Background: an optimization exercise with open tools, aiming at a short achievable clock period and few clock cycles per item. Do not read the settings as production practice. Only the layout flow was run in this run; the RTL was not checked for function there.

### flow/flow/run.sh
#!/bin/bash
set -euo pipefail
bash standard.sh SETUP_SLACK_MARGIN=9 finish > flow_make.log 2>&1
### flow/standard.sh
#!/bin/bash
# synth_recipe.tcl (not shown) runs the flow's synth.tcl, then flattens the netlist and writes it again
# the make line also repeats each setting of config.mk as NAME=value (left out here)
make -C /OpenROAD-flow-scripts/flow DESIGN_CONFIG=/design/flow/config.mk WORK_HOME=/design/flow/orfs CLKGATE_MAP_FILE= SYNTH_SCRIPT=/design/flow/synth_recipe.tcl "${@:-finish}"
### flow/config.mk
export PLATFORM = sky130hd
export DESIGN_NAME = yuv_rgb_top
export DESIGN_NICKNAME = yuv_rgb_top
export VERILOG_FILES = /design/flow/design.v
export SDC_FILE = /design/flow/constraint.sdc
export NUM_CORES = 4
export LEC_CHECK = 0
export CAP_MARGIN = 20
export CORE_MARGIN = 2
export CORE_UTILIZATION = 40
export CTS_CLUSTER_DIAMETER = 80
export CTS_CLUSTER_SIZE = 30
export SLEW_MARGIN = 20
### flow/constraint.sdc
create_clock -name core_clock -period 12.0 [get_ports {Clock}]
set_input_delay 2.4000 -clock core_clock [delete_from_list [all_inputs] [get_ports {Clock}]]
set_output_delay 2.4000 -clock core_clock [all_outputs]
set_load 0.01 [all_outputs]
### flow/design.v
package yuv_rgb_pkg;
	localparam int PAIRS_PER_ROW = 160;
	localparam int IN_DEPTH = 5;
	localparam int IN_PTR_W = $clog2(IN_DEPTH);
	localparam int IN_CNT_W = $clog2(IN_DEPTH + 1);
	localparam int COEF_Y = 76284;
	localparam int COEF_RV = 104595;
	localparam int COEF_GU = -25624;
	localparam int COEF_GV = -53281;
	localparam int COEF_BU = 132251;
	localparam int K_R = -76284 * 16 - 104595 * 128;
	localparam int K_G = -76284 * 16 + 25624 * 128 + 53281 * 128;
	localparam int K_B = -76284 * 16 - 132251 * 128;
endpackage
module input_fifo (
	input  logic        Clock,
	input  logic        resetn,
	input  logic        in_valid,
	input  logic [15:0] in_word,
	output logic        in_credit,
	input  logic        fifo_pop,
	output logic        fifo_valid,
	output logic [15:0] fifo_word
);
	localparam int DEPTH = yuv_rgb_pkg::IN_DEPTH;
	localparam int PW = yuv_rgb_pkg::IN_PTR_W;
	localparam int CW = yuv_rgb_pkg::IN_CNT_W;
	logic          r_valid;
	logic [15:0]   r_word;
	logic [15:0]   mem [0:DEPTH-1];
	logic [PW-1:0] wr_ptr, rd_ptr;
	logic [CW-1:0] count;
	logic [CW-1:0] space;   
	logic          grant;
	assign grant = (space != '0);
	assign fifo_valid = (count != '0);
	assign fifo_word = mem[rd_ptr];
	always_ff @(posedge Clock or negedge resetn) begin
		if (!resetn) begin
			r_valid <= 1'b0;
			in_credit <= 1'b0;
			space <= CW'(DEPTH);
			wr_ptr <= '0;
			rd_ptr <= '0;
			count <= '0;
		end else begin
			r_valid <= in_valid;
			in_credit <= grant;
			space <= space - CW'(grant) + CW'(fifo_pop);
			if (r_valid)
				wr_ptr <= (wr_ptr == PW'(DEPTH - 1)) ? '0 : wr_ptr + 1'b1;
			if (fifo_pop)
				rd_ptr <= (rd_ptr == PW'(DEPTH - 1)) ? '0 : rd_ptr + 1'b1;
			count <= count + CW'(r_valid) - CW'(fifo_pop);
		end
	end
	always_ff @(posedge Clock) begin
		r_word <= in_word;
		if (r_valid)
			mem[wr_ptr] <= r_word;
	end
endmodule
module conv_ctrl (
	input  logic        Clock,
	input  logic        resetn,
	input  logic        c_valid,
	input  logic [23:0] c_pixel,
	input  logic        out_credit,
	output logic        out_valid,
	output logic [23:0] out_pixel,
	output logic        adv
);
	logic       credit_r;   
	logic [3:0] credits;    
	logic       can_send;
	logic       send;
	assign can_send = (credits != 4'd0) || credit_r;
	assign send = c_valid & can_send;
	assign adv = ~c_valid | can_send;
	always_ff @(posedge Clock)
		out_pixel <= c_pixel;  
	always_ff @(posedge Clock or negedge resetn) begin
		if (!resetn) begin
			credit_r <= 1'b0;
			credits <= '0;
			out_valid <= 1'b0;
		end else begin
			credit_r <= out_credit;
			credits <= credits + 4'(credit_r) - 4'(send);
			out_valid <= send;
		end
	end
endmodule
module pair_window (
	input  logic        Clock,
	input  logic        resetn,
	input  logic        adv,      
	input  logic        w_valid,  
	input  logic [15:0] r_word,
	output logic        w_pop,
	output logic        x_valid,  
	output logic [47:0] x_u,      
	output logic [47:0] x_v,
	output logic [15:0] x_y
);
	logic        chroma;         
	logic [7:0]  pair;
	logic [47:0] win_u, win_v;
	logic [63:0] y_hist;         
	logic [47:0] nwin_u, nwin_v;
	logic [47:0] tail_u, tail_v;
	logic [47:0] tail_y;         
	logic [1:0]  tail_left;
	logic        tail_ph;
	logic        tail_issue;
	logic        c_word, row_first, row_last;
	logic r_valid;
	assign r_valid = w_valid & adv;
	assign w_pop = r_valid;
	assign c_word = r_valid & chroma;
	assign row_first = (pair == 8'd0);
	assign row_last = (pair == 8'(yuv_rgb_pkg::PAIRS_PER_ROW - 1));
	assign nwin_u = row_first ? {6{r_word[15:8]}} : {win_u[39:0], r_word[15:8]};
	assign nwin_v = row_first ? {6{r_word[7:0]}} : {win_v[39:0], r_word[7:0]};
	assign tail_issue = (tail_left != 2'd0) & tail_ph & adv;
	always_ff @(posedge Clock or negedge resetn) begin
		if (!resetn) begin
			chroma <= 1'b0;
			pair <= '0;
			tail_left <= 2'd0;
			tail_ph <= 1'b0;
		end else begin
			if (r_valid) begin
				chroma <= ~chroma;
				if (chroma)
					pair <= row_last ? 8'd0 : pair + 8'd1;
			end
			if (c_word && row_last) begin
				tail_left <= 2'd3;
				tail_ph <= 1'b0;
			end else if (tail_left != 2'd0 && adv) begin
				tail_ph <= ~tail_ph;
				if (tail_ph)
					tail_left <= tail_left - 2'd1;
			end
		end
	end
	always_ff @(posedge Clock) begin
		if (r_valid && !chroma)
			y_hist <= {y_hist[47:0], r_word};
		if (c_word) begin
			win_u <= nwin_u;
			win_v <= nwin_v;
		end
		if (c_word && row_last) begin
			tail_u <= nwin_u;
			tail_v <= nwin_v;
			tail_y <= y_hist[47:0];
		end else if (tail_issue) begin
			tail_u <= {tail_u[39:0], tail_u[7:0]};
			tail_v <= {tail_v[39:0], tail_v[7:0]};
			tail_y <= {tail_y[31:0], 16'h0};
		end
	end
	assign x_valid = (c_word && pair >= 8'd3) || tail_issue;
	assign x_u = tail_issue ? {tail_u[39:0], tail_u[7:0]} : nwin_u;
	assign x_v = tail_issue ? {tail_v[39:0], tail_v[7:0]} : nwin_v;
	assign x_y = tail_issue ? tail_y[47:32] : y_hist[63:48];
endmodule
module chroma_fir (
	input  logic        Clock,
	input  logic        resetn,
	input  logic        adv,
	input  logic        x_valid,
	input  logic [47:0] x_u,
	input  logic [47:0] x_v,
	input  logic [15:0] x_y,
	output logic        p_valid,
	output logic [7:0]  p_y,
	output logic [7:0]  p_u,
	output logic [7:0]  p_v
);
	logic f1_valid, f2_valid, f3_valid, f4_valid;
	logic [7:0] f1_ye, f1_yo, f1_ue, f1_ve;
	logic [7:0] f2_ye, f2_yo, f2_ue, f2_ve;
	logic [7:0] f3_ye, f3_yo, f3_ue, f3_ve;
	logic [7:0] f4_yo;
	logic [8:0]  f1_s1u, f1_s2u, f1_s3u, f1_s1v, f1_s2v, f1_s3v;
	logic [8:0]  f2_s3u, f2_s3v;
	logic [11:0] f2_pu, f2_pv;    
	logic [12:0] f2_qu, f2_qv;    
	logic [13:0] f2_ru, f2_rv;    
	logic signed [18:0] f3_xu, f3_xv, f3_yu, f3_yv;
	logic signed [18:0] f4_au, f4_av;
	function automatic logic [7:0] clip(input logic signed [18:0] acc);
		if (acc[18])
			clip = 8'h00;
		else if (|acc[17:16])
			clip = 8'hff;
		else
			clip = acc[15:8];
	endfunction
	always_ff @(posedge Clock or negedge resetn) begin
		if (!resetn) begin
			f1_valid <= 1'b0;
			f2_valid <= 1'b0;
			f3_valid <= 1'b0;
			f4_valid <= 1'b0;
			p_valid <= 1'b0;
		end else if (adv) begin
			f1_valid <= x_valid;
			f2_valid <= f1_valid;
			f3_valid <= f2_valid;
			f4_valid <= f3_valid;
			p_valid <= f3_valid | f4_valid;  
		end
	end
	always_ff @(posedge Clock) if (adv) begin
		f1_s1u <= 9'(x_u[47:40]) + 9'(x_u[7:0]);
		f1_s2u <= 9'(x_u[39:32]) + 9'(x_u[15:8]);
		f1_s3u <= 9'(x_u[31:24]) + 9'(x_u[23:16]);
		f1_s1v <= 9'(x_v[47:40]) + 9'(x_v[7:0]);
		f1_s2v <= 9'(x_v[39:32]) + 9'(x_v[15:8]);
		f1_s3v <= 9'(x_v[31:24]) + 9'(x_v[23:16]);
		f1_ye <= x_y[15:8];
		f1_yo <= x_y[7:0];
		f1_ue <= x_u[31:24];
		f1_ve <= x_v[31:24];
		f2_pu <= {f1_s3u, 2'b00} + 12'(f1_s3u);
		f2_pv <= {f1_s3v, 2'b00} + 12'(f1_s3v);
		f2_qu <= {f1_s2u, 3'b000} + {f1_s2u, 2'b00} + 13'(f1_s2u);
		f2_qv <= {f1_s2v, 3'b000} + {f1_s2v, 2'b00} + 13'(f1_s2v);
		f2_ru <= {f1_s1u, 4'b0000} + {f1_s1u, 2'b00} + 14'(f1_s1u);
		f2_rv <= {f1_s1v, 4'b0000} + {f1_s1v, 2'b00} + 14'(f1_s1v);
		f2_s3u <= f1_s3u;
		f2_s3v <= f1_s3v;
		f2_ye <= f1_ye;
		f2_yo <= f1_yo;
		f2_ue <= f1_ue;
		f2_ve <= f1_ve;
		f3_xu <= 19'({f2_pu, 5'b00000}) - 19'(f2_s3u) + 19'sd128;
		f3_xv <= 19'({f2_pv, 5'b00000}) - 19'(f2_s3v) + 19'sd128;
		f3_yu <= 19'(f2_ru) - 19'({f2_qu, 2'b00});
		f3_yv <= 19'(f2_rv) - 19'({f2_qv, 2'b00});
		f3_ye <= f2_ye;
		f3_yo <= f2_yo;
		f3_ue <= f2_ue;
		f3_ve <= f2_ve;
		f4_au <= f3_xu + f3_yu;
		f4_av <= f3_xv + f3_yv;
		f4_yo <= f3_yo;
		if (f3_valid) begin
			p_y <= f3_ye;
			p_u <= f3_ue;
			p_v <= f3_ve;
		end else begin
			p_y <= f4_yo;
			p_u <= clip(f4_au);
			p_v <= clip(f4_av);
		end
	end
endmodule
module color_matrix (
	input  logic        Clock,
	input  logic        resetn,
	input  logic        adv,
	input  logic        p_valid,
	input  logic [7:0]  p_y,
	input  logic [7:0]  p_u,
	input  logic [7:0]  p_v,
	output logic        c_valid,
	output logic [23:0] c_pixel
);
	logic c1_valid, c2_valid;
	logic signed [26:0] c1_py, c1_pr, c1_pgu, c1_pgv, c1_pb;
	logic signed [26:0] c2_r, c2_g, c2_b;
	function automatic logic signed [26:0] prod(input int coef, input int k, input logic [7:0] x);
		logic signed [26:0] hi, lo;
		hi = '0;
		lo = '0;
		for (int n = 0; n < 16; n++) begin
			if (x[7:4] == 4'(n))
				hi = 27'(coef * n * 16 + k);
			if (x[3:0] == 4'(n))
				lo = 27'(coef * n);
		end
		prod = hi + lo;
	endfunction
	function automatic logic [7:0] clip(input logic signed [26:0] s);
		if (s[26])
			clip = 8'h00;
		else if (|s[25:24])
			clip = 8'hff;
		else
			clip = s[23:16];
	endfunction
	always_ff @(posedge Clock or negedge resetn) begin
		if (!resetn) begin
			c1_valid <= 1'b0;
			c2_valid <= 1'b0;
			c_valid <= 1'b0;
		end else if (adv) begin
			c1_valid <= p_valid;
			c2_valid <= c1_valid;
			c_valid <= c2_valid;
		end
	end
	always_ff @(posedge Clock) if (adv) begin
		c1_py <= prod(yuv_rgb_pkg::COEF_Y, 0, p_y);
		c1_pr <= prod(yuv_rgb_pkg::COEF_RV, yuv_rgb_pkg::K_R, p_v);
		c1_pgu <= prod(yuv_rgb_pkg::COEF_GU, yuv_rgb_pkg::K_G, p_u);
		c1_pgv <= prod(yuv_rgb_pkg::COEF_GV, 0, p_v);
		c1_pb <= prod(yuv_rgb_pkg::COEF_BU, yuv_rgb_pkg::K_B, p_u);
		c2_r <= c1_py + c1_pr;
		c2_g <= c1_py + c1_pgu + c1_pgv;
		c2_b <= c1_py + c1_pb;
		c_pixel <= {clip(c2_r), clip(c2_g), clip(c2_b)};
	end
endmodule
module yuv_rgb_top (
	input  logic        Clock,
	input  logic        resetn,
	input  logic        in_valid,
	input  logic [15:0] in_word,
	output logic        in_credit,
	output logic        out_valid,
	output logic [23:0] out_pixel,
	input  logic        out_credit
);
	logic        adv;
	logic        fifo_valid, fifo_pop;
	logic [15:0] fifo_word;
	logic        x_valid;
	logic [47:0] x_u, x_v;
	logic [15:0] x_y;
	logic        p_valid;
	logic [7:0]  p_y, p_u, p_v;
	logic        c_valid;
	logic [23:0] c_pixel;
	input_fifo u_input_fifo (
		.Clock      (Clock),
		.resetn     (resetn),
		.in_valid   (in_valid),
		.in_word    (in_word),
		.in_credit  (in_credit),
		.fifo_pop   (fifo_pop),
		.fifo_valid (fifo_valid),
		.fifo_word  (fifo_word)
	);
	pair_window u_pair_window (
		.Clock   (Clock),
		.resetn  (resetn),
		.adv     (adv),
		.w_valid (fifo_valid),
		.r_word  (fifo_word),
		.w_pop   (fifo_pop),
		.x_valid (x_valid),
		.x_u     (x_u),
		.x_v     (x_v),
		.x_y     (x_y)
	);
	chroma_fir u_chroma_fir (
		.Clock   (Clock),
		.resetn  (resetn),
		.adv     (adv),
		.x_valid (x_valid),
		.x_u     (x_u),
		.x_v     (x_v),
		.x_y     (x_y),
		.p_valid (p_valid),
		.p_y     (p_y),
		.p_u     (p_u),
		.p_v     (p_v)
	);
	color_matrix u_color_matrix (
		.Clock   (Clock),
		.resetn  (resetn),
		.adv     (adv),
		.p_valid (p_valid),
		.p_y     (p_y),
		.p_u     (p_u),
		.p_v     (p_v),
		.c_valid (c_valid),
		.c_pixel (c_pixel)
	);
	conv_ctrl u_conv_ctrl (
		.Clock      (Clock),
		.resetn     (resetn),
		.c_valid    (c_valid),
		.c_pixel    (c_pixel),
		.out_credit (out_credit),
		.out_valid  (out_valid),
		.out_pixel  (out_pixel),
		.adv        (adv)
	);
endmodule
==> notes.md <==
Run status
The flow ran to the end and the layout has no timing, DRC or antenna violations.

Timing
Of the available clock period, the critical path in the final layout requires 30.4%. The maximum clock skew at final layout is 0.0933 ns. Setup repair after global routing could not meet its margin everywhere. For this run, the top clock speed supported by timing is 274 MHz. The number of hold-slack violations in the final timing report is 0. The count of pins over their slew limit is 0. At the pin with the least slew margin, the transition time is 1.03 ns. The worst relative slew slack is 31.4%. The setup TNS is 0 ns.

Subtracting the final worst setup slack from the clock period gives 3.65 ns. The number of failing setup endpoints in the final timing report is 0. The minimum hold slack is 0.332 ns.

Cells and area
The count of placed standard cells in the final layout, fillers left out is 6459. The final core utilization is 49.9%. The post-synthesis to final-layout area growth is 23.4%. For this run, the post-layout net count is 5204. The total non-filler cell area in the finished layout is 0.0628 mm². The antenna diode count is 0. In the final layout, the share of cells above drive strength 1 is 24.9%.

Critical path
The critical path is of the reg2out type. In this run the critical register-to-register path is captured at u_color_matrix.c1_pb[24]. The worst register-to-register path has a setup slack of 8.39 ns. The worst setup path is launched from a register. The endpoint class of the critical path is an output pin. STA puts the critical path data required time at 9.60 ns. The largest stage delay on the critical path is 0.39 ns. Measured in cells, the most critical reg-to-reg path has a length of 18. Walking the worst path, the cells encountered are buf_2. In this run the worst path has a maximum fanout of 1. The critical-path cell with the highest stage delay is sky130_fd_sc_hd__dfrtp_1. The cell family contributing the most delay on the critical path is flip-flops. The worst endpoint data arrival time is 1.25 ns.

The startpoint identified for the worst register-to-register timing path is u_chroma_fir.p_u[2]. The count of buffering cells on the critical path with inverters included is 1.

Floorplanning
The floorplan has 130 rows. The die span in y is 361 µm. The I/O pin count is 46. The die outline area is 0.130 mm². The core region is 0.126 mm². The floorplan die width is 361 µm.

Once the floorplan was initialized, standard cells occupied 40.4% of the core.

Routing
The first-pass iteration count of the detailed router is 7. Dividing the detail-routed via count by the number of cells gives 5.25. In the final routed layout, each cell accounts on average for 18.0 µm. After detailed routing, the number of remaining DRC violations is 0. The via count of the routed design is 33900.

The violation count after the first detailed-routing iteration is 2335. The overall routed net length is 116000 µm. The detail route stage leaves a number of antenna-violating nets equal to 0.

CTS
The clock net in this run drives a total of 978 sinks. At the later pin of the worst-skew pair, clock insertion delay measures 0.73 ns. The total clock buffers created by CTS is 52.

The TritonCTS clock tree is built. After clock tree synthesis, the clock-pin slew on the worst setup and hold paths is 0.11 ns. The H-tree level count is 2.

The number of buffers between clock root and the deepest sink is 3. The buffer type at the clock tree root is sky130_fd_sc_hd__clkbuf_16.

Yosys
The netlist area before placement is 0.0509 mm². The share of synthesized registers carrying an async set or reset is 4.09%. The count of warnings emitted by yosys is 5. The register bit total from synthesis is 978. The sequential area share after synthesis is 56.5%. The number of enable-type register cells in the synthesized netlist is 898. In this run the mean area of a mapped cell was 11.7 µm². The dominant synthesized flop cell is sky130_fd_sc_hd__edfxtp_1. The distinct cell type count of the synthesized netlist is 90. The cell count after synthesis came out at 4366.

Place
The count of input and output buffers is 45. Once placement finished, the instance area stood at 0.0531 mm². The weighted congestion reported at the end of routability-driven placement is 0.866. The number of cells in the design after placement is 5924. The post-DP HPWL is 67800 µm.

Hold path
The instance count along the most critical hold path is 0. In this run the most critical hold path is launched from u_color_matrix.c_pixel[23]. The path class of the tightest hold or removal check is reg2reg. The end point of the worst hold path is u_conv_ctrl.out_pixel[23].

Global routing
The global route total overflow is 0. The number of antenna violations at the first check in global routing is 0. The first global-routing pass estimated 180000 µm of wire.

The global routing usage summed across all routing layers is 17.2%. The via count of the first global-routing pass is 33100. Entering global routing, the biggest net connects 179 pins.

Job
Across the run, the number of max-cap violations was 0.
-- synthesized netlist by cell type (49+ instances only) --
master / n / share of area (%)
sky130_fd_sc_hd__clkbuf_1: 121 / 0.89
sky130_fd_sc_hd__xor2_1: 71 / 1.2
sky130_fd_sc_hd__xnor2_1: 236 / 4.1
sky130_fd_sc_hd__o21bai_1: 50 / 0.74
sky130_fd_sc_hd__fa_1: 67 / 2.6
sky130_fd_sc_hd__nor2_1: 312 / 2.3
sky130_fd_sc_hd__a21oi_1: 243 / 2.4
sky130_fd_sc_hd__a21o_1: 80 / 1.2
sky130_fd_sc_hd__nand3_1: 49 / 0.48
sky130_fd_sc_hd__o21ai_0: 373 / 3.7
sky130_fd_sc_hd__nand2_1: 514 / 3.8
sky130_fd_sc_hd__nor3_1: 60 / 0.59
sky130_fd_sc_hd__edfxtp_1: 898 / 53
sky130_fd_sc_hd__ha_1: 352 / 8.7
sky130_fd_sc_hd__inv_1: 292 / 2.2
-- cells by family after synthesis --
family / share of synthesized area [%]
and+or+nand+nor: 9.99
AOI/OAI and AO/OA: 11.8
DFF: 56.5
buffers and inverters: 3.49
adders and majority gates: 11.4
xor gates and xnor gates: 5.28
muxes: 1.53
other: 0.0148
-- worst max-delay path by stage --
stage	startpoint	to	slack, ns	cells after the start
floorplan	u_conv_ctrl.credits[2]	u_pair_window.tail_u[10]	6.36	14
global placement	u_conv_ctrl.credits[2]	u_color_matrix.c1_pb[16]	6.93	8
detailed placement	u_conv_ctrl.credits[2]	u_color_matrix.c1_pb[16]	6.84	8
CTS	u_input_fifo.in_credit	in_credit	8.28	1
global route	u_chroma_fir.p_u[2]	u_color_matrix.c1_pb[24]	8.27	18
finish	u_input_fifo.in_credit	in_credit	8.35	1
-- cell type report --
cell class	instances	area (µm²)
Tap cell	1650	2060
Inverter	299	1160
Timing Repair Buffer	496	4940
Multi-Input combinational cell	2938	23800
Clock buffer	63	1430
Sequential cell	978	28800
Fill cell	10800	63100
Clock inverter	35	608
-- flip-flops by register name (all words and copies together), names as in the netlist, 24 cells and up --
name and cells:
u_input_fifo.mem 80, u_color_matrix.c1_pr 25, u_pair_window.tail_u 40, u_color_matrix.c1_py 24
u_pair_window.win_u 40, u_pair_window.tail_v 40, u_color_matrix.c1_pb 25, u_pair_window.tail_y 48
u_color_matrix.c1_pgv 25, u_conv_ctrl.out_pixel 24, u_color_matrix.c_pixel 24, u_color_matrix.c1_pgu 24
u_pair_window.win_v 40, u_pair_window.y_hist 64
-- timing repair --
action / 4_1_cts / 5_1_grt
pin swaps: 233 / 260
setup buffers: 269 / 138
setup endpoints to repair: 940 / 424
cloned: 25 / 5
gates resized for setup: 733 / 372
hold buffers: 0 / 0
-- per-stage QoR --
step / setup WS, ns
floorplan: 6.36
global placement: 6.93
detailed placement: 6.84
CTS: 8.28
global route: 8.27
finish: 8.35
-- cell usage in the layout (no fill, tap or decap), drive strengths merged, types with 17 or more instances in the layout --
cell,n
a21o,80
o21ai,380
o31ai,27
clkinv,25
clkbuf,66
ha,352
inv,304
and2,41
edfxtp,898
fa,67
xor2,71
xnor2,236
clkdlybuf4s50,18
buf,464
nor2b,40
a211oi,17
nand3,50
o21bai,50
nand2b,43
dfxtp,40
dfrtp,38
nor3,60
or2,19
mux2i,26
o21a,32
nor2,312
a21oi,244
nand4,18
nand2,519
-- routing by layer --
metal | share of wire, % | wire length (µm) | GRT usage [%] | vias to the layer above
met1 | 43 | 50100 | 22.3 | 16500
li1 | - | - | - | 16400
met4 | 2.7 | 3180 | 4.88 | 0
met2 | 50 | 58000 | 30.0 | 757
met3 | 4.2 | 4840 | 2.07 | 190
met5 | 0 | 0 | 0 | -

[what the ideal ports hide]
The flow's constraints put no driver on any port. The routed layout listed below was extracted and timed again, unchanged, in two steps. Step 1: set_driving_cell puts a clkbuf_16 on Clock and a buf_2 on each other input, an assumption about the parent block. Step 2, shift: input delay + t, output delay - t, t = (earliest + latest rising clock arrival at the registers) / 2. This alone moves slack from input paths to output paths. Slacks: ideal ports / drivers / drivers and shift; pairs: ideal ports / drivers.
shift t [ns]: 0.761
setup slack, ns: 8.348 / 8.273 / 8.395
hold slack, ns: 0.332 / 0.332 / 0.332
worst slew at a driven data input, ns: 0.08
After both steps this run still meets setup and hold. For this run, drivers alone change the setup slack by -0.075 ns; drivers and shift together by +0.047 ns.
